This is an optimization exercise on Yosys and OpenROAD, whose aim is small area, a short achievable clock period and few clock cycles per item, not a production implementation.
Function was checked by simulation only, so behaviour that the tests miss may differ from the original.
Power is estimated from default activity; no workload was simulated.

**config.mk**
```make
export PLATFORM = sky130hd
export DESIGN_NAME = moving_average_warmup
export DESIGN_NICKNAME = moving_average_warmup
export VERILOG_FILES = /design/flow/design.v
export SDC_FILE = /design/flow/constraint.sdc
export NUM_CORES = 4
export LEC_CHECK = 0
export CAP_MARGIN = 20
export CORE_MARGIN = 2
export CORE_UTILIZATION = 35
export SLEW_MARGIN = 20
```
**constraint.sdc**
```tcl
create_clock -name core_clock -period 6.0 [get_ports {clk}]
set_input_delay 1.2000 -clock core_clock [delete_from_list [all_inputs] [get_ports {clk}]]
set_output_delay 1.2000 -clock core_clock [all_outputs]
set_load 0.01 [all_outputs]
```
**design.v**
```verilog
package mavg_pkg;
  localparam int WIN_W  = 7;
  localparam int CNT_W  = 7;
  localparam int FRAC_W = 8;
  localparam int AVG_W  = 24;
  localparam logic [WIN_W-1:0] WIN_RESET = WIN_W'(3);
  typedef enum logic [1:0] {
    ST_IDLE,
    ST_DIV,
    ST_DONE
  } state_t;
endpackage
module moving_average_warmup #(
  parameter int MAX_WINDOW  = 64,
  parameter int SAMPLE_BITS = 16
) (
  input  logic                         clk,
  input  logic                         rst_n,
  input  logic                         in_valid,
  output logic                         in_stall,
  input  logic [SAMPLE_BITS-1:0]       in_sample,
  input  logic                         in_series_start,
  output logic                         out_valid,
  input  logic                         out_stall,
  output logic [mavg_pkg::AVG_W-1:0]   out_average,
  input  logic                         cfg_wr_en,
  input  logic [mavg_pkg::WIN_W-1:0]   cfg_wr_data
);
  localparam int WIN_MAX = (MAX_WINDOW < 127) ? MAX_WINDOW : 127;
  localparam int SUM_W   = SAMPLE_BITS + $clog2(WIN_MAX);
  localparam int DIV_W   = SUM_W + mavg_pkg::FRAC_W;
  localparam int BCNT_W  = $clog2(DIV_W + 1);
  localparam int PTR_W   = (MAX_WINDOW > 1) ? $clog2(MAX_WINDOW) : 1;
  localparam int AW      = PTR_W + 1;
  localparam int EXT_W   = (DIV_W > mavg_pkg::AVG_W) ? DIV_W : mavg_pkg::AVG_W;
  localparam logic [mavg_pkg::WIN_W-1:0] WIN_CAP = mavg_pkg::WIN_W'(WIN_MAX);
  localparam logic [AW-1:0]    DEPTH_A  = AW'(MAX_WINDOW);
  localparam logic [PTR_W-1:0] PTR_LAST = PTR_W'(MAX_WINDOW - 1);
  mavg_pkg::state_t state_r, state_nxt;
  logic [mavg_pkg::WIN_W-1:0] win_r;
  logic [mavg_pkg::CNT_W-1:0] cnt_r;
  logic [SUM_W-1:0]           sum_r;
  logic [PTR_W-1:0]           wp_r;
  logic [SAMPLE_BITS-1:0]     ring_mem [MAX_WINDOW];
  logic [SAMPLE_BITS-1:0]     rd_data_r;
  logic [SAMPLE_BITS-1:0]     smp_r;
  logic                       self_r;
  logic                       sub_pend_r;
  logic [DIV_W-1:0]           div_q_r;
  logic [mavg_pkg::CNT_W-1:0] rem_r;
  logic [mavg_pkg::CNT_W-1:0] dvsr_r;
  logic [BCNT_W-1:0]          bit_cnt_r;
  logic                       out_valid_r;
  logic [mavg_pkg::AVG_W-1:0] out_average_r;
  logic                       in_acc;
  logic                       out_load;
  logic [mavg_pkg::WIN_W-1:0] win_eff;
  logic [mavg_pkg::CNT_W-1:0] cnt_base;
  logic [mavg_pkg::CNT_W-1:0] cnt_new;
  logic [SUM_W-1:0]           sum_new;
  logic [mavg_pkg::WIN_W-1:0] back;
  logic [AW-1:0]              old_tmp;
  logic [AW-1:0]              old_wrap;
  logic [PTR_W-1:0]           oldest;
  logic [SAMPLE_BITS-1:0]     sub_val;
  logic [mavg_pkg::CNT_W:0]   rem_sh;
  logic                       q_bit;
  logic [mavg_pkg::CNT_W:0]   rem_diff;
  logic [EXT_W-1:0]           q_ext;
  always_comb begin
    if (win_r == '0) begin
      win_eff = mavg_pkg::WIN_W'(1);
    end else if (win_r > WIN_CAP) begin
      win_eff = WIN_CAP;
    end else begin
      win_eff = win_r;
    end
  end
  assign cnt_base = in_series_start ? '0 : cnt_r;
  assign cnt_new  = (cnt_base < win_eff) ? cnt_base + 1'b1 : win_eff;
  assign sum_new  = (in_series_start ? '0 : sum_r) + SUM_W'(in_sample);
  assign back     = win_eff - 1'b1;
  assign old_tmp  = AW'(wp_r) + DEPTH_A - AW'(back);
  assign old_wrap = (old_tmp >= DEPTH_A) ? old_tmp - DEPTH_A : old_tmp;
  assign oldest   = old_wrap[PTR_W-1:0];
  assign sub_val  = self_r ? smp_r : rd_data_r;
  assign rem_sh   = {rem_r, div_q_r[DIV_W-1]};
  assign rem_diff = rem_sh - {1'b0, dvsr_r};
  assign q_bit    = (rem_sh >= {1'b0, dvsr_r});
  assign q_ext    = EXT_W'(div_q_r);
  assign in_stall    = (state_r != mavg_pkg::ST_IDLE);
  assign in_acc      = in_valid && !in_stall;
  assign out_valid   = out_valid_r;
  assign out_average = out_average_r;
  always_comb begin
    state_nxt = state_r;
    out_load  = 1'b0;
    case (state_r)
      mavg_pkg::ST_IDLE: begin
        if (in_acc) begin
          state_nxt = mavg_pkg::ST_DIV;
        end
      end
      mavg_pkg::ST_DIV: begin
        if (bit_cnt_r == BCNT_W'(1)) begin
          state_nxt = mavg_pkg::ST_DONE;
        end
      end
      mavg_pkg::ST_DONE: begin
        if (!out_valid_r || !out_stall) begin
          out_load  = 1'b1;
          state_nxt = mavg_pkg::ST_IDLE;
        end
      end
      default: begin
        state_nxt = mavg_pkg::ST_IDLE;
      end
    endcase
  end
  always_ff @(posedge clk) begin
    if (!rst_n) begin
      state_r <= mavg_pkg::ST_IDLE;
    end else begin
      state_r <= state_nxt;
    end
  end
  always_ff @(posedge clk) begin
    if (!rst_n) begin
      win_r       <= mavg_pkg::WIN_RESET;
      cnt_r       <= '0;
      sum_r       <= '0;
      wp_r        <= '0;
      sub_pend_r  <= 1'b0;
      bit_cnt_r   <= '0;
      out_valid_r <= 1'b0;
    end else begin
      out_valid_r <= out_load || (out_valid_r && out_stall);
      if (cfg_wr_en) begin
        win_r <= cfg_wr_data;
        cnt_r <= '0;
        sum_r <= '0;
      end else if (in_acc) begin
        cnt_r <= cnt_new;
        sum_r <= sum_new;
      end else if (sub_pend_r) begin
        sum_r <= sum_r - SUM_W'(sub_val);
      end
      if (in_acc) begin
        wp_r       <= (wp_r == PTR_LAST) ? '0 : wp_r + 1'b1;
        sub_pend_r <= (cnt_new >= win_eff);
        bit_cnt_r  <= BCNT_W'(DIV_W);
      end else begin
        sub_pend_r <= 1'b0;
        if (state_r == mavg_pkg::ST_DIV) begin
          bit_cnt_r <= bit_cnt_r - 1'b1;
        end
      end
    end
  end
  always_ff @(posedge clk) begin
    if (in_acc) begin
      ring_mem[wp_r] <= in_sample;
      rd_data_r      <= ring_mem[oldest];
    end
  end
  always_ff @(posedge clk) begin
    if (in_acc) begin
      smp_r   <= in_sample;
      self_r  <= (back == '0);
      div_q_r <= {sum_new, mavg_pkg::FRAC_W'(0)};
      rem_r   <= '0;
      dvsr_r  <= cnt_new;
    end else if (state_r == mavg_pkg::ST_DIV) begin
      div_q_r <= {div_q_r[DIV_W-2:0], q_bit};
      rem_r   <= q_bit ? rem_diff[mavg_pkg::CNT_W-1:0] : rem_sh[mavg_pkg::CNT_W-1:0];
    end
    if (out_load) begin
      out_average_r <= q_ext[mavg_pkg::AVG_W-1:0];
    end
  end
endmodule
```
**run.sh**
```bash
#!/bin/bash
# synth_recipe.tcl (not shown) runs the flow's synth.tcl, then flattens the netlist and writes it again
# the make line also repeats each setting of config.mk as NAME=value (left out here)
make -C /OpenROAD-flow-scripts/flow DESIGN_CONFIG=/design/flow/config.mk WORK_HOME=/design/flow/orfs CLKGATE_MAP_FILE= SYNTH_SCRIPT=/design/flow/synth_recipe.tcl finish
```
==> results.cfg <==
[status]
status = timing/DRC/antenna clean

[yosys]
synthArstFlopShare_pct = 0
synthesis.instances = 2452
synth_edf_count = 1110
yosys_warnings = 1
yosysTopAreaCellShare_pct = 69.6
synth_top_flop_cell = edfxtp_1
ys_seq_area_share_pct = 72.4
yosys-top-cells-area = edfxtp_1, mux4_2, dfxtp_1, ha_1, mux2i_1
netlist_area_um2 = 47900
synth_area_leader_cell = edfxtp_1
synthesis.nets = 2548
ys_seq_elements = 1176
ys_types = 64
avgSynthCellArea_um2 = 19.5

[clock_network]
insertion_delay_ps = 750
path_clk_slew_ps = 60
cts_buffers = 113
htreeDepth = 3
hold_buffers = 0
cts.root.buffer_cell = clkbuf_16
cts_tree = built
cts.sinks = 1176
post-cts-setup-buffers = 0
clockBufferDepth = 3
postCtsResizedCells = 0

[floorplanning]
dieArea_um2 = 140000
row_count = 135
core_um2 = 136000
die_x_um = 374
initial_core_util_pct = 35.3
io_pins = 55
die_h_um = 374

[place]
hpwlAfterDp_mm = 71.9
place.gp.congestion = 0.811
port_buffers = 54

[min_path]
hp-class = flip-flop to flip-flop
whs_path_depth = 0

[pwr]
pwr-share-clk_pct = 35.6
pwr_density_cell_nw_per_um2 = 361
p_switching_mw = 5.09
internal_power_mw = 14.6
peakVddDrop_mv = 0.295
p_seq_share_pct = 46.8
swShare_pct = 25.8
combPwrFrac_pct = 17.5
leakagePower_nw = 17.7

[detailed_routing]
viasPerCell = 5.43
drt-wirelength-per-cell_um = 27.0
routed_wl_mm = 121
drc = 0
final_antenna_net_count = 0
num_vias = 24409
drtIter0Drc = 2734
drtPass1Iterations = 7

[sta]
hold_viol_final = 0
worst_slew_pin_slew_ps = 1160
fmax_ghz = 0.183
maxSlewHeadroom_pct = 22.9
min_period_over_period_pct = 91.1
drv_slew = 0
setup_violations = 0
skew_ps = 68.7
rsz0062_at_grt = no
layout_min_cycle_time_ps = 5460
fin_tns_setup_ps = 0

[layout]
area_growth_pct = 14.3
n_fill_cell = 11884
drive_gt1_share_pct = 23.3
multi_input_area_um2 = 12500
fin_nets = 2713
seqCellArea_um2 = 34700
utilization_pct = 40.3

[grt]
grt_use_total_pct = 17.3
grt_pass1_vias = 24729
grt_first_pass_wirelength_mm = 175
gr-total-overflow = 0
grt_max_degree = 67
antenna_found_initial = 11

[worst_setup_path]
cp.arrival_ps = 5900
worst_ep_required_time_ps = 6440
critPathLaunchType = flip-flop
critPathLaunch = win_r[0]
path_class = flip-flop to flip-flop
endpoint_kind = flip-flop
reg2reg_depth = 12
timing.rr.end = rd_data_r[1]
r2r_start = win_r[0]
cp_max_fo = 54
cp-endpoint = rd_data_r[1]
rrSetupSlack_ps = 540

[job]
drv_cap = 0
==> per-stage QoR <==
stage          area, um2  worst slack (ps)  instances  total power [mW]  hold WS, ps
6_report           54700               537       4495              19.7          443
5_1_grt            54700               374       4493              20.4          453
4_1_cts            54700               526       4492              19.9          444
3_5_place_dp       51100               540       4282              12.9          426
3_3_place_gp       51100               486       4282              12.9          424
2_1_floorplan      47900              1390       2452              11.7          408
==> synth_stat cells, drive strengths merged (10+ instances only) <==
cell / instances
edfxtp: 1110
mux4: 320
nor2: 116
nand2: 95
clkbuf: 71
a21oi: 67
dfxtp: 66
ha: 63
nor2b: 57
buf: 53
o21ai: 52
mux2i: 49
inv: 39
a211oi: 35
xnor2: 29
nand3: 27
a21o: 25
xor2: 21
nor3: 19
nand2b: 17
o21a: 13
or3: 11
o211ai: 10
==> how the worst min path moves through the flow <==
stage | startpoint | to
finish | div_q_r[7] | out_average_r[7]
global route | div_q_r[7] | out_average_r[7]
CTS | div_q_r[7] | out_average_r[7]
detailed placement | div_q_r[7] | out_average_r[7]
global placement | div_q_r[7] | out_average_r[7]
floorplan | div_q_r[7] | out_average_r[7]
==> worst max-delay path, stage by stage, from the launching register on <==
cell and delay, ps:
dfxtp_1 330, or3_1 420, nor4_1 210, o21ai_0 290, ha_1 420, fa_4 1030
buf_12 330, buf_12 330, mux4_2 360, mux4_2 510, nor2b_1 160, a211oi_1 650
a21oi_1 100
==> placed cells by master (no fill, tap or decap), drive strengths merged, types with 5 or more instances in the layout <==
cell | synthesis | routed
edfxtp | 1110 | 1110
mux4 | 320 | 320
clkbuf | 71 | 142
buf | 53 | 136
nor2 | 116 | 116
nand2 | 95 | 95
a21oi | 67 | 67
dfxtp | 66 | 66
ha | 63 | 63
nor2b | 57 | 57
clkinv | 1 | 54
o21ai | 52 | 52
mux2i | 49 | 49
inv | 39 | 42
clkdlybuf4s50 | 0 | 38
a211oi | 35 | 35
xnor2 | 29 | 29
nand3 | 27 | 27
a21o | 25 | 25
xor2 | 21 | 21
nor3 | 19 | 19
nand2b | 17 | 17
o21a | 13 | 13
or3 | 11 | 11
o211ai | 10 | 10
bufinv | 0 | 10
and3 | 9 | 9
a21boi | 9 | 9
nand4 | 7 | 7
nor4 | 6 | 6
a31oi | 6 | 6
mux2 | 5 | 5
==> state kept, by name (all words and copies together), names as in the netlist <==
signal,flops
bit_cnt_r,5
cnt_r,7
div_q_r,30
dvsr_r,7
out_average_r,24
out_valid_r,1
rd_data_r,16
rem_r,7
ring_mem,1024
self_r,1
smp_r,16
state_r,2
sub_pend_r,1
sum_r,22
win_r,7
wp_r,6
==> power groups by stage <==
stage	clock, mW	combinational, mW	sequential, mW
after floorplan	0	2.34	9.34
after global placement	0	3.44	9.41
after detailed placement	0	3.49	9.42
after CTS	7.16	3.50	9.24
after global routing	7.46	3.68	9.25
final	7.03	3.45	9.24
==> layout make-up <==
| type | instances | share of cell area, % |
|---|---|---|
| sequential | 1176 | 63.3 |
| multi-input combinational | 1112 | 22.9 |
| clock buffer | 142 | 5.40 |
| tap | 1781 | 4.07 |
| timing repair buffer | 174 | 2.79 |
| clock inverter | 68 | 1.25 |
| inverter | 40 | 0.274 |
| antenna | 2 | 0.00914 |
==> cell families after synthesis <==
family / after synthesis / synth area share, %
flip-flops: 1176 / 72.4
AND/OR/NAND/NOR: 377 / 3.74
multiplexers: 374 / 16.2
AO/OA/AOI/OAI: 244 / 3.29
buffers and inverters: 164 / 1.64
adder cells (fa/ha/maj): 67 / 1.81
XOR/XNOR: 50 / 0.931
==> routing by layer <==
layer	up-vias	GRT usage, %	wire length [um]
li1	10345	-	-
met1	12921	23.2	49300
met2	958	29.0	60100
met3	181	3.04	8880
met4	4	4.51	3010
met5	-	0	26
Testbench counts, summed over its fixed seeds: cycles 102,416, items 3,200.

[port drivers added, routing unchanged]
The results above use ideal ports. As a check the final layout listed here was re-extracted and re-timed, cells and wires unchanged.
Step 1 sets driving cells, clkbuf_16 on the clock port and buf_2 on the other inputs (assumed; they add their load-dependent delay and slew).
Step 2 times the ports against the registers' clock, not the clock port: input delays grow and output delays shrink by t, the midpoint of the rising clock arrivals with the driver on.
Three values: ideal ports, drivers, drivers and shift; two values: the first two.
shift t [ns]: 0.790
setup WS [ns]: 0.537 / 0.537 / 0.537
worst setup path at the end: register to register
latest minus earliest clock arrival (ns): 0.070 / 0.070
After both steps this run still meets setup and hold. The setup slack of this run moves by 0.000 ns with the drivers and by 0.000 ns with both steps.
